Source: an optimization exercise on an open RTL-to-GDS flow (aim: small area, a short achievable clock period and few clock cycles). Production flows keep margins and buffers that such runs may drop. RTL that was checked went through simulation tests only; none was proved equivalent to the original. Power is estimated from default activity; no workload was simulated. The flow treats the clock pin as an ideal source, which a real chip does not have.

Setup of oak:
Design egress_stamper, start of the top module:
module egress_stamper #(
    parameter int PACKET_XFER_LEN = egress_stamper_pkg::PACKET_XFER_LEN,
    parameter int MAX_WORDS       = 64
) (
    input  logic                       clk,
    input  logic                       reset,
    input  logic                       in_valid,
    input  logic                       in_sop,
    input  logic [PACKET_XFER_LEN-1:0] in_data,
    output logic                       in_ready,
    input  logic [31:0]                counter,
    input  logic                       egress_full,
    output logic                       out_write_en,
    output logic [PACKET_XFER_LEN-1:0] out_data,
    output logic                       busy,
    output logic                       drop_pulse,
    output logic [15:0]                drop_count
);
    localparam int L = egress_stamper_pkg::RING_SLOTS;
    function automatic logic [5:0] inc_slot(input logic [5:0] s);
        inc_slot = (s == 6'(L - 1)) ? 6'd0 : s + 6'd1;
    endfunction
    function automatic logic [15:0] sat_add16(input logic [15:0] a, input logic [1:0] inc);
        logic [16:0] s;
        s = {1'b0, a} + {15'b0, inc};
        sat_add16 = s[16] ? 16'hFFFF : s[15:0];
    endfunction
    logic [5:0] ph, rs, rs2;       
    logic       collecting;        
    logic [5:0] cs;                
    logic [5:0] wrem;              
    logic [5:0] tail;              
    logic [5:0] nh;                
    logic [3:0] npk;               
    logic [5:0] bleft;             
    logic [2:0] bidx;              
    logic       ef_q;              
    logic       dvalid;
    logic [5:0] dstart, dend;
    logic [PACKET_XFER_LEN-1:0] tap;
    logic bl_nz, bl_gt1, bl_one, npk_nz, npk_gt1, last_w;
    logic dead_at_nh, skip, hdr_at, rs_eq_nh, rs_eq_cs, rs_eq_tail, rs_eq_dend;
    logic sel_tap_b, sel_ctr_b;
    assign bl_nz      = (bleft != 6'd0);
    assign bl_gt1     = (bleft[5:1] != 5'd0);
    assign bl_one     = (bleft == 6'd1);
    assign npk_nz     = (npk != 4'd0);
  ...
Size: roughly 2700 cells after synthesis, about 2100 flip-flops, roughly 47000 µm² of cells after synthesis.
==> flow/config.mk <==
export PLATFORM = sky130hd
export DESIGN_NAME = egress_stamper
export DESIGN_NICKNAME = egress_stamper
export VERILOG_FILES = /design/flow/design.v
export SDC_FILE = /design/flow/constraint.sdc
export NUM_CORES = 4
export LEC_CHECK = 0
export CAP_MARGIN = 20
export CORE_MARGIN = 2
export CORE_UTILIZATION = 40
export SLEW_MARGIN = 20
==> flow/constraint.sdc <==
create_clock -name core_clock -period 4.0 [get_ports {clk}]
set_input_delay 0.8000 -clock core_clock [delete_from_list [all_inputs] [get_ports {clk}]]
set_output_delay 0.8000 -clock core_clock [all_outputs]
set_load 0.01 [all_outputs]
run.sh (not shown) runs the stock make flow with config.mk's settings and CLKGATE_MAP_FILE= SYNTH_SCRIPT=/design/flow/synth_recipe.tcl, a recipe that flattens the netlist after the stock synthesis.
## Diff of input files: pine against oak
--- a/flow/config.mk
+++ b/flow/config.mk
@@ -7,0 +8 @@
+export ABC_CLOCK_PERIOD_IN_PS = 1800
@@ -10,0 +12 @@
+export SETUP_SLACK_MARGIN = 2.0
Results
Run comparison: oak endpoint of the most critical setup path in_ready; pine endpoint of the most critical setup path npk[3]$_SDFF_PP0_. Taking oak as the reference, in pine final area now larger, timing-limited maximum frequency now larger. Re placer congestion estimate: oak was higher than pine.
No functional check of the RTL was part of any run of this note.

========
Setup of job 9989:
Another version of the RTL of egress_stamper (not shown whole).
Size: roughly 2600 cells after synthesis, about 2100 flip-flops, about 120 I/O pins, about 46000 sq um of cells after synthesis.
export LEC_CHECK = 0
export ABC_CLOCK_PERIOD_IN_PS = 1800
export CAP_MARGIN = 20
export CORE_MARGIN = 2
export CORE_UTILIZATION = 65
export CTS_BUF_LIST = sky130_fd_sc_hd__clkbuf_4 sky130_fd_sc_hd__clkbuf_8 sky130_fd_sc_hd__clkbuf_16
export CTS_CLUSTER_DIAMETER = 80
export CTS_CLUSTER_SIZE = 26
export SETUP_SLACK_MARGIN = 2.1
export SLEW_MARGIN = 20
create_clock -name core_clock -period 4.0 [get_ports {clk}]
standard.sh (not shown) runs the stock make flow with config.mk's settings and CLKGATE_MAP_FILE= SYNTH_SCRIPT=/design/flow/synth_recipe.tcl, a recipe that flattens the netlist after the stock synthesis.
==> flow/flow/run.sh <==
#!/bin/bash
# The standard layout (standard.sh) with two changes to how it is made:
# ports are buffered with buf_2 cells rather than delay cells, and the clock
# tree gets no dummy loads. standard.sh's whole output goes to standard.log;
# ORFS keeps each step's own log under orfs/logs.
set -euo pipefail
export BUFFER_PORTS_ARGS="-buffer_cell sky130_fd_sc_hd__buf_2"
export CTS_ARGS="-sink_clustering_enable -repair_clock_nets -dont_use_dummy_load -sink_clustering_size 26 -sink_clustering_max_diameter 80 -buf_list {sky130_fd_sc_hd__clkbuf_4 sky130_fd_sc_hd__clkbuf_8 sky130_fd_sc_hd__clkbuf_16}"
bash standard.sh > standard.log 2>&1
Job 9989 finished every stage and its layout cleared the timing, DRC and antenna checks.
Testbench counts of job 9989, summed over its fixed seeds: cycles 29,379.
Input changes introduced in job 7307 (baseline for comparison: job 9989):
==> flow/run.sh (new file) <==
#!/bin/bash
# synth_recipe.tcl (not shown) runs the flow's synth.tcl, then flattens the netlist and writes it again
# the make line also repeats each setting of config.mk as NAME=value (left out here)
make -C /OpenROAD-flow-scripts/flow DESIGN_CONFIG=/design/flow/config.mk WORK_HOME=/design/flow/orfs CLKGATE_MAP_FILE= SYNTH_SCRIPT=/design/flow/synth_recipe.tcl finish
==> flow/config.mk <==
export PLATFORM = sky130hd
export DESIGN_NAME = egress_stamper
export DESIGN_NICKNAME = egress_stamper
export VERILOG_FILES = /design/flow/design.v
export SDC_FILE = /design/flow/constraint.sdc
export NUM_CORES = 4
export LEC_CHECK = 0
export ABC_CLOCK_PERIOD_IN_PS = 1800
export CAP_MARGIN = 20
export CORE_MARGIN = 2
export CORE_UTILIZATION = 55
export CTS_BUF_LIST = sky130_fd_sc_hd__clkbuf_4 sky130_fd_sc_hd__clkbuf_8 sky130_fd_sc_hd__clkbuf_16
export CTS_CLUSTER_DIAMETER = 100
export CTS_CLUSTER_SIZE = 30
export SETUP_SLACK_MARGIN = 2.4
export SLEW_MARGIN = 20
removed: flow/flow/run.sh
removed: flow/standard.sh
[summary]
- Comparing non-clock buffering overhead in the final layout for job 9989 and job 7307, the smaller number came from job 9989.
- STATUS worst supply voltage drop on vdd: job 7307 wins against job 9989
- Compared with job 9989, in job 7307 cell count increased 4.7%, floorplan die area moved up, sequential share of cell area fell by 2.3 points.
- Of the two values seen for timing startpoint of the critical path, drop_count[10] was produced by job 7307 and drop_count[7] by job 9989.
- Comparing the two runs side by side, job 7307 comes out behind job 9989 on first-pass GRT wire length.
- Compared to job 9989, the router laid down more metal wire for job 7307.
Here is what was changed in the inputs of job 9801 compared with job 7307.
==> flow/flow/run.sh (new file) <==
#!/bin/bash
# The standard layout (standard.sh) with two changes to how it is made:
# ports are buffered with buf_2 cells rather than delay cells, and the clock
# tree gets no dummy loads. standard.sh's whole output goes to standard.log;
# ORFS keeps each step's own log under orfs/logs.
set -euo pipefail
export BUFFER_PORTS_ARGS="-buffer_cell sky130_fd_sc_hd__buf_2"
export CTS_ARGS="-sink_clustering_enable -repair_clock_nets -dont_use_dummy_load -sink_clustering_size 30 -sink_clustering_max_diameter 100 -buf_list {sky130_fd_sc_hd__clkbuf_4 sky130_fd_sc_hd__clkbuf_8 sky130_fd_sc_hd__clkbuf_16}"
bash standard.sh > standard.log 2>&1
==> flow/standard.sh (new file) <==
#!/bin/bash
# synth_recipe.tcl (not shown) runs the flow's synth.tcl, then flattens the netlist and writes it again
# the make line also repeats each setting of config.mk as NAME=value (left out here)
make -C /OpenROAD-flow-scripts/flow DESIGN_CONFIG=/design/flow/config.mk WORK_HOME=/design/flow/orfs CLKGATE_MAP_FILE= SYNTH_SCRIPT=/design/flow/synth_recipe.tcl "${@:-finish}"
-- flow/config.mk --
<<< job 7307, line 14
export CTS_CLUSTER_SIZE = 30
export SETUP_SLACK_MARGIN = 2.4
export SLEW_MARGIN = 20
>>> job 9801, line 14
export CTS_CLUSTER_SIZE = 30
export SETUP_SLACK_MARGIN = 2.1
export SLEW_MARGIN = 20
removed: flow/run.sh
### Flow results
Post-route worst hold slack: job 9801 worse than job 7307. Portion of the layout cell area used by non-clock buffers ends up lower on job 9801. Job 9801 vs job 7307 — internal power component dropped slightly. Compared with job 7307, job 9801 shows cell area lower by 3.1%. Job 9801 completed end to end with timing, DRC and antenna clean. Compared to job 7307, the routing of job 9801 uses less wire. Re global-route wire length before repair: job 9801 is 2200 um down on job 7307. Against job 7307, worst voltage drop across the vdd grid in job 9801 came out better. Of job 9801 and job 7307, the higher depth of the most critical reg-to-reg path belongs to job 7307. In job 9801 relative to job 7307, number of buffers other than clock buffers in the final layout had gone down by more than 10%. Core utilization: higher on job 7307. Of job 9801 and job 7307, it is job 9801 that has the higher areal power density over the cells.
Changes in job 5499 relative to job 9801:
==> flow/run.sh (new file) <==
#!/bin/bash
# synth_recipe.tcl (not shown) runs the flow's synth.tcl, then flattens the netlist and writes it again
# the make line also repeats each setting of config.mk as NAME=value (left out here)
make -C /OpenROAD-flow-scripts/flow DESIGN_CONFIG=/design/flow/config.mk WORK_HOME=/design/flow/orfs CLKGATE_MAP_FILE= SYNTH_SCRIPT=/design/flow/synth_recipe.tcl finish
-- flow/config.mk --
<<< job 9801, line 14
export CTS_CLUSTER_SIZE = 30
export SETUP_SLACK_MARGIN = 2.1
export SLEW_MARGIN = 20
>>> job 5499, line 14
export CTS_CLUSTER_SIZE = 30
export SETUP_SLACK_MARGIN = 1.7
export SLEW_MARGIN = 20
removed: flow/flow/run.sh
removed: flow/standard.sh
[summary]
- In job 5499, the vias per cell came out 0.026 below the value in job 9801.
- Between job 9801 and job 5499, the sequential share of layout area figures differ only marginally.
- Summary — register-to-register slack, job 5499 relative to job 9801: lower, by 0.21 ns.
- Post-synthesis to final-layout area growth: job 5499 vs job 9801 — no meaningful difference
- In the tables for job 5499 and job 9801, total met2 wirelength after detailed routing reads lower with job 5499.
- Power density over the cells: job 5499 and job 9801 compared, higher one is job 5499
- Job 5499 vs job 9801, part of the power in combinational logic went down by 0.3 points.
- Instance area after placement in job 5499 is 1.1% above job 9801.
- NOTE reported combinational group power job 9801->job 5499 decreased by more than 10%
- Looking at average wire per standard cell across job 5499 and job 9801, the one that comes out higher is job 9801.
- Looking at job 5499 and job 9801, the area of all placed cells without fillers is a wash.
For job 7331, these inputs were changed with respect to job 5499:
==> flow/flow/run.sh (new file) <==
#!/bin/bash
# The standard layout (standard.sh) with two changes to how it is made:
# ports are buffered with buf_2 cells rather than delay cells, and the clock
# tree gets no dummy loads. standard.sh's whole output goes to standard.log;
# ORFS keeps each step's own log under orfs/logs.
set -euo pipefail
export BUFFER_PORTS_ARGS="-buffer_cell sky130_fd_sc_hd__buf_2"
export CTS_ARGS="-sink_clustering_enable -repair_clock_nets -dont_use_dummy_load -sink_clustering_size 30 -sink_clustering_max_diameter 100 -buf_list {sky130_fd_sc_hd__clkbuf_4 sky130_fd_sc_hd__clkbuf_8 sky130_fd_sc_hd__clkbuf_16}"
bash standard.sh > standard.log 2>&1
==> flow/standard.sh (new file) <==
#!/bin/bash
# synth_recipe.tcl (not shown) runs the flow's synth.tcl, then flattens the netlist and writes it again
# the make line also repeats each setting of config.mk as NAME=value (left out here)
make -C /OpenROAD-flow-scripts/flow DESIGN_CONFIG=/design/flow/config.mk WORK_HOME=/design/flow/orfs CLKGATE_MAP_FILE= SYNTH_SCRIPT=/design/flow/synth_recipe.tcl "${@:-finish}"
-- flow/config.mk --
<<< job 5499, line 10
export CORE_MARGIN = 2
export CORE_UTILIZATION = 55
export CTS_BUF_LIST = sky130_fd_sc_hd__clkbuf_4 sky130_fd_sc_hd__clkbuf_8 sky130_fd_sc_hd__clkbuf_16
>>> job 7331, line 10
export CORE_MARGIN = 2
export CORE_UTILIZATION = 50
export CTS_BUF_LIST = sky130_fd_sc_hd__clkbuf_4 sky130_fd_sc_hd__clkbuf_8 sky130_fd_sc_hd__clkbuf_16
<<< job 5499, line 14
export CTS_CLUSTER_SIZE = 30
export SETUP_SLACK_MARGIN = 1.7
export SLEW_MARGIN = 20
>>> job 7331, line 14
export CTS_CLUSTER_SIZE = 30
export SETUP_SLACK_MARGIN = 2.1
export SLEW_MARGIN = 20
removed: flow/run.sh
[summary]
- For job 7331, the worst setup path endpoint was dc_sat, unlike job 5499, where it was nh[4].
- Taking job 5499 as the reference, in job 7331 non-clock buffer count picked up an extra 52; net total in the final layout higher; relative contribution of combinational cells to total power went up 0.4 points; final cell count up 148.
- Across both runs, total power was lower for job 7331 than for job 5499.

========
## job 101
Another version of the RTL of egress_stamper (not shown whole).
Size in the first run: about 2,600 cells after synthesis, ~2,100 flip-flops, about 120 I/O pins, ~46,000 um2 of cells after synthesis.
clock: 4.0 ns
lec_check: 0
abc_clock_period_in_ps: 1800
cap_margin: 20
core_margin: 2
core_utilization: 55
cts_buf_list: sky130_fd_sc_hd__clkbuf_4 sky130_fd_sc_hd__clkbuf_8 sky130_fd_sc_hd__clkbuf_16
cts_cluster_diameter: 100
cts_cluster_size: 30
setup_slack_margin: 2.1
slew_margin: 20
==> flow/flow/run.sh <==
#!/bin/bash
# The standard layout (standard.sh) with two changes to how it is made:
# ports are buffered with buf_2 cells rather than delay cells, and the clock
# tree gets no dummy loads. standard.sh's whole output goes to standard.log;
# ORFS keeps each step's own log under orfs/logs.
set -euo pipefail
export BUFFER_PORTS_ARGS="-buffer_cell sky130_fd_sc_hd__buf_2"
export CTS_ARGS="-sink_clustering_enable -repair_clock_nets -dont_use_dummy_load -sink_clustering_size 30 -sink_clustering_max_diameter 100 -buf_list {sky130_fd_sc_hd__clkbuf_4 sky130_fd_sc_hd__clkbuf_8 sky130_fd_sc_hd__clkbuf_16}"
bash standard.sh > standard.log 2>&1
Input-level comparison between job 102 and job 101:
Settings: ABC_AREA: unset -> 1.
Findings:
The setup slack in job 102 was higher than what job 101 gave. The met1 demand-to-capacity share in global routing in job 102 sits 0.25 points below the value recorded for job 101. Clock-pin slew reported for the worst setup and hold paths after clock tree synthesis delta (job 101 -> job 102): insignificant.
Function was not checked in any run of this note: the RTL went through the layout flow alone.

========
== v6 ==
The RTL this note starts from:
==> flow/design.v <==
package egress_stamper_pkg;
    localparam int PACKET_XFER_LEN = 32;
    localparam int LEN_MSB  = 31;
    localparam int LEN_LSB  = 24;
    localparam int DEST_MSB = 15;
    localparam int DEST_LSB = 8;
    localparam int SRC_MSB  = 15;
    localparam int SRC_LSB  = 8;
    localparam int MIN_PKT_BYTES = 24;
    localparam int END_TIME_IDX  = 5;
    localparam int RING_SLOTS = 63;
    function automatic logic len_legal(input logic [7:0] len);
        len_legal = (len[1:0] == 2'b00) && (len[7:2] >= 6'd6);
    endfunction
endpackage
module pkt_ring #(
    parameter int DATA_W = 32,
    parameter int SLOTS  = 63
) (
    input  logic              clk,
    input  logic              we,
    input  logic [DATA_W-1:0] wdata,
    output logic [DATA_W-1:0] rdata
);
    logic [DATA_W-1:0] stage [SLOTS];
    always_ff @(posedge clk) begin
        stage[0] <= we ? wdata : stage[SLOTS-1];
        for (int i = 1; i < SLOTS; i++) begin
            stage[i] <= stage[i-1];
        end
    end
    assign rdata = stage[SLOTS-2];
endmodule
module egress_stamper #(
    parameter int PACKET_XFER_LEN = egress_stamper_pkg::PACKET_XFER_LEN,
    parameter int MAX_WORDS       = 64
) (
    input  logic                       clk,
    input  logic                       reset,
    input  logic                       in_valid,
    input  logic                       in_sop,
    input  logic [PACKET_XFER_LEN-1:0] in_data,
    output logic                       in_ready,
    input  logic [31:0]                counter,
    input  logic                       egress_full,
    output logic                       out_write_en,
    output logic [PACKET_XFER_LEN-1:0] out_data,
    output logic                       busy,
    output logic                       drop_pulse,
    output logic [15:0]                drop_count
);
    localparam int L = egress_stamper_pkg::RING_SLOTS;
    function automatic logic [5:0] inc_slot(input logic [5:0] s);
        inc_slot = (s == 6'(L - 1)) ? 6'd0 : s + 6'd1;
    endfunction
    logic [5:0] ph, rs, rs2;       
    logic       collecting;        
    logic [5:0] cs;                
    logic [5:0] wrem;              
    logic       lastq;             
    logic [5:0] tail;              
    logic [5:0] nh;                
    logic       hdr_at;            
    logic [9:0] npkt;              
    logic [5:0] bcnt;              
    logic       bl_nz;             
    logic [2:0] bidx;              
    logic       tapsel, ctrsel;    
    logic       ef_q;              
    logic       dvalid;
    logic [5:0] dstart, dend;
    logic [PACKET_XFER_LEN-1:0] tap;
    logic bl_gt1, bl_one, bidx4, w2, npk_nz;
    logic rs_eq_tail, rs_eq_nh, rs_eq_dend, rs2_eq_nh, rs2_eq_dend, rs2_eq_cs, rs2_eq_dstart;
    logic nh_eq_cs, nh_eq_dstart, skip;
    assign bl_gt1        = (bcnt[5:2] != 4'd0) || (bcnt[1:0] == 2'd3);
    assign bl_one        = bl_nz && !bl_gt1;
    assign bidx4         = (bidx == 3'(egress_stamper_pkg::END_TIME_IDX - 1));
    assign w2            = (wrem == 6'd3);
    assign npk_nz        = npkt[0];
    assign rs_eq_tail    = (rs == tail);
    assign rs_eq_nh      = (rs == nh);
    assign rs_eq_dend    = (rs == dend);
    assign rs2_eq_nh     = (rs2 == nh);
    assign rs2_eq_dend   = (rs2 == dend);
    assign rs2_eq_cs     = (rs2 == cs);
    assign rs2_eq_dstart = (rs2 == dstart);
    assign nh_eq_cs      = (nh == cs);
    assign nh_eq_dstart  = (nh == dstart);
    assign skip          = !bl_nz && dvalid && nh_eq_dstart;
    logic acc, sop_legal, sop_acc, dat_acc, cnow, start, egress_ok;
    logic hdr_new, abort_legal, abort_bad, direct_hdr, keep_dead;
    assign acc         = in_valid && in_ready;
    assign sop_legal   = egress_stamper_pkg::len_legal(in_data[31:24]);
    assign sop_acc     = acc && in_sop;
    assign dat_acc     = acc && !in_sop && collecting;
    assign cnow        = dat_acc && lastq;
    assign hdr_new     = sop_acc && sop_legal;
    assign abort_legal = hdr_new && collecting;
    assign abort_bad   = sop_acc && !sop_legal && collecting;
    assign egress_ok   = !egress_full || !ef_q;
    assign start       = hdr_at && !bl_nz && egress_ok && (npk_nz || cnow);
    assign direct_hdr  = hdr_new && (collecting ? (!npk_nz && !bl_nz) : !busy);
    assign keep_dead   = abort_legal && !direct_hdr;
    logic       collecting_n, dvalid_n, bl_nz_n, busy_n, in_ready_n, we_n;
    logic       npk_up, npk_dn;
    logic [9:0] npkt_n;
    logic       we;                
    logic       tail_is_rs_n, nh_is_rs_n, dead_n, hdr_at_n, lastq_n;
    logic [5:0] tail_n, nh_n;
    assign nh_n = direct_hdr ? ph : skip ? dend : bl_one ? rs2 : nh;
    assign dvalid_n = !direct_hdr && !skip && (dvalid || abort_legal);
    assign tail_n = (hdr_new || dat_acc) ? rs : abort_bad ? cs : tail;
    assign collecting_n = hdr_new || (collecting && !abort_bad && !cnow);
    assign lastq_n = !sop_acc && (dat_acc ? w2 : lastq);
    assign bl_nz_n   = start || bl_gt1;
    assign npk_up = cnow && !start;
    assign npk_dn = start && !cnow;
    assign npkt_n = npk_up ? {npkt[8:0], 1'b1} : npk_dn ? {1'b0, npkt[9:1]} : npkt;
    assign busy_n = bl_gt1 || npk_nz || (collecting ? !abort_bad : hdr_new);
    assign tail_is_rs_n = hdr_new || dat_acc || rs_eq_tail;
    assign nh_is_rs_n   = direct_hdr ? 1'b0 : skip ? rs_eq_dend : (!bl_one && rs_eq_nh);
    assign we_n       = !busy_n || (tail_is_rs_n && (bl_nz_n || !nh_is_rs_n));
    assign in_ready_n = !busy_n ||
                        (!(sop_acc && collecting) && !(dvalid && !skip) &&
                         tail_is_rs_n && (bl_nz_n || !nh_is_rs_n));
    assign dead_n   = keep_dead ? (bl_one ? rs2_eq_cs : nh_eq_cs) :
                      (dvalid && !skip && (bl_one ? rs2_eq_dstart : nh_eq_dstart));
    assign hdr_at_n = !direct_hdr &&
                      (skip ? rs2_eq_dend : ((bl_one || rs2_eq_nh) && !dead_n));
    logic drop_any, drop_two, dc_sat, dc_sat_n;
    logic [15:0] dc_m1, dc_m2;
    assign drop_any = sop_acc && (collecting || !sop_legal);
    assign drop_two = sop_acc && collecting && !sop_legal;
    always_comb begin
        dc_m1[0] = 1'b1;
        dc_m2[0] = 1'b0;
        dc_m2[1] = 1'b1;
        for (int i = 1; i < 16; i++) dc_m1[i] = dc_m1[i-1] && drop_count[i-1];
        for (int i = 2; i < 16; i++) dc_m2[i] = dc_m2[i-1] && drop_count[i-1];
    end
    assign dc_sat_n = dc_sat ||
                      (drop_any && (drop_count == 16'hFFFD)) ||
                      (drop_two && (drop_count == 16'hFFFC));
    pkt_ring #(
        .DATA_W(PACKET_XFER_LEN),
        .SLOTS (L)
    ) u_ring (
        .clk  (clk),
        .we   (we),
        .wdata(in_data),
        .rdata(tap)
    );
    always_ff @(posedge clk) begin
        ef_q <= egress_full;
        if (reset) begin
            ph           <= 6'd0;
            rs           <= 6'd1;
            rs2          <= 6'd2;
            collecting   <= 1'b0;
            lastq        <= 1'b0;
            npkt         <= '0;
            bcnt         <= 6'd0;
            bl_nz        <= 1'b0;
            tapsel       <= 1'b0;
            ctrsel       <= 1'b0;
            hdr_at       <= 1'b0;
            dvalid       <= 1'b0;
            drop_pulse   <= 1'b0;
            drop_count   <= 16'd0;
            dc_sat       <= 1'b0;
            out_write_en <= 1'b0;
            out_data     <= '0;
            busy         <= 1'b0;
            in_ready     <= 1'b1;
            we           <= 1'b1;
        end else begin
            ph  <= rs;
            rs  <= rs2;
            rs2 <= inc_slot(rs2);
            drop_pulse <= drop_any;
            dc_sat     <= dc_sat_n;
            if (drop_any) begin
                drop_count <= dc_sat ? 16'hFFFF : (drop_count ^ (drop_two ? dc_m2 : dc_m1));
            end
            out_write_en <= start;
            out_data     <= (tap & {PACKET_XFER_LEN{start || tapsel}}) |
                            (PACKET_XFER_LEN'(counter) & {PACKET_XFER_LEN{ctrsel}});
            tapsel <= start || (bl_gt1 && !bidx4);
            ctrsel <= bl_gt1 && bidx4;
            if (start) begin
                bcnt <= tap[31:26];
                bidx <= 3'd1;
            end else if (bl_nz) begin
                bcnt <= bcnt - 6'd1;
                if (bidx != 3'd7) bidx <= bidx + 3'd1;
            end
            bl_nz   <= bl_nz_n;
            npkt    <= npkt_n;
            nh         <= nh_n;
            hdr_at     <= hdr_at_n;
            dvalid     <= dvalid_n;
            tail       <= tail_n;
            collecting <= collecting_n;
            lastq      <= lastq_n;
            busy       <= busy_n;
            in_ready   <= in_ready_n;
            we         <= we_n;
        end
        if (keep_dead) begin
            dstart <= cs;
            dend   <= ph;
        end
        if (hdr_new) begin
            cs   <= ph;
            wrem <= in_data[31:26];
        end else if (dat_acc) begin
            wrem <= wrem - 6'd1;
        end
    end
endmodule
clock: 4.0 ns
lec_check: 0
abc_clock_period_in_ps: 1800
cap_margin: 20
core_margin: 2
core_utilization: 60
cts_buf_list: sky130_fd_sc_hd__clkbuf_8 sky130_fd_sc_hd__clkbuf_16
cts_cluster_diameter: 60
cts_cluster_size: 24
setup_slack_margin: 2.2
slew_margin: 20
run.sh (not shown) runs the stock make flow with config.mk's settings and CLKGATE_MAP_FILE= SYNTH_SCRIPT=/design/flow/synth_recipe.tcl, a recipe that flattens the netlist after the stock synthesis.
Stock flow here: none of the scripts above is used.
Changes in v7 relative to v6:
-- flow/config.mk --
<<< v6, line 11
export CORE_UTILIZATION = 60
export CTS_BUF_LIST = sky130_fd_sc_hd__clkbuf_8 sky130_fd_sc_hd__clkbuf_16
export CTS_CLUSTER_DIAMETER = 60
export CTS_CLUSTER_SIZE = 24
export SETUP_SLACK_MARGIN = 2.2
>>> v7, line 11
export CORE_UTILIZATION = 55
export CTS_BUF_LIST = sky130_fd_sc_hd__clkbuf_4 sky130_fd_sc_hd__clkbuf_8 sky130_fd_sc_hd__clkbuf_16
export CTS_CLUSTER_DIAMETER = 100
export CTS_CLUSTER_SIZE = 30
export SETUP_SLACK_MARGIN = 2.0
==> run summary <==
v7 reached the final stage; the timing, DRC and antenna checks on its layout passed.
v7 vs v6 — combinational logic power dropped by more than 10%
When the final numbers for v6 and v7 were put side by side, the cell count turned out to be smaller in v6.
v7 ended up with a lower worst-case setup slack after placement than v6 did.
Looking at utilization, v7 sits 8.0 points lower than v6 does.
For v6, the capturing element of the worst setup path was drop_count[15]$_SDFFE_PP0P_, unlike v7, where it was drop_count[0].
Against v6, via count in v7 came out better.
No run of this note included a check of the RTL's function; only the layout flow was run.

[re-timing with driven ports]
How much do the figures lean on ideal ports? The routed layouts below were timed once more, with nothing changed but the port constraints. Step 1 sets driving cells, clkbuf_16 on the clock port and buf_2 on the other inputs (assumed; they add their load-dependent delay and slew). Step 2 moves the port delays by t, midway between the first and last clock arrival at a register: inputs arrive t later, outputs are due t later. That takes back most of the time a late clock gives input paths. a / b / c = no drivers / after step 1 / after step 2; a / b = the first two.
| run | t (ns) | slack for setup (ns) | worst hold slack (ns) | worst setup path at the end | cell pins on the clock port's net |
|---|---|---|---|---|---|
| oak | 0.800 | 0.802 / 0.725 / -0.076 | 0.307 / 0.307 / 0.307 | input to register | 1 |
| pine | 0.806 | 1.109 / 1.109 / 0.608 | 0.305 / 0.305 / 0.305 | input to register | 1 |
| job 9989 | 0.685 | 2.053 / 2.001 / 1.395 | 0.295 / 0.295 / 0.295 | input to register | 1 |
| job 7307 | 0.706 | 2.038 / 1.975 / 1.394 | 0.314 / 0.314 / 0.314 | input to register | 1 |
| job 9801 | 0.673 | 2.078 / 2.020 / 1.409 | 0.287 / 0.287 / 0.287 | input to register | 1 |
| job 5499 | 0.705 | 1.776 / 1.759 / 1.096 | 0.318 / 0.318 / 0.318 | input to register | 1 |
| job 7331 | 0.695 | 1.969 / 1.913 / 1.319 | 0.290 / 0.290 / 0.290 | input to register | 1 |
| job 101 | 0.664 | 1.953 / 1.976 / 1.312 | 0.260 / 0.260 / 0.260 | input to register | 1 |
| job 102 | 0.677 | 2.082 / 2.036 / 1.553 | 0.295 / 0.295 / 0.295 | input to register | 1 |
| v6 | 0.712 | 1.745 / 1.770 / 1.058 | 0.318 / 0.318 / 0.318 | input to register | 1 |
| v7 | 0.704 | 1.843 / 1.785 / 1.145 | 0.312 / 0.312 / 0.312 | input to register | 1 |
Met with ideal ports but missed after step 2: setup timing in oak. For oak, which loses most, drivers alone change the setup slack by -0.077 ns; drivers and shift together by -0.878 ns.
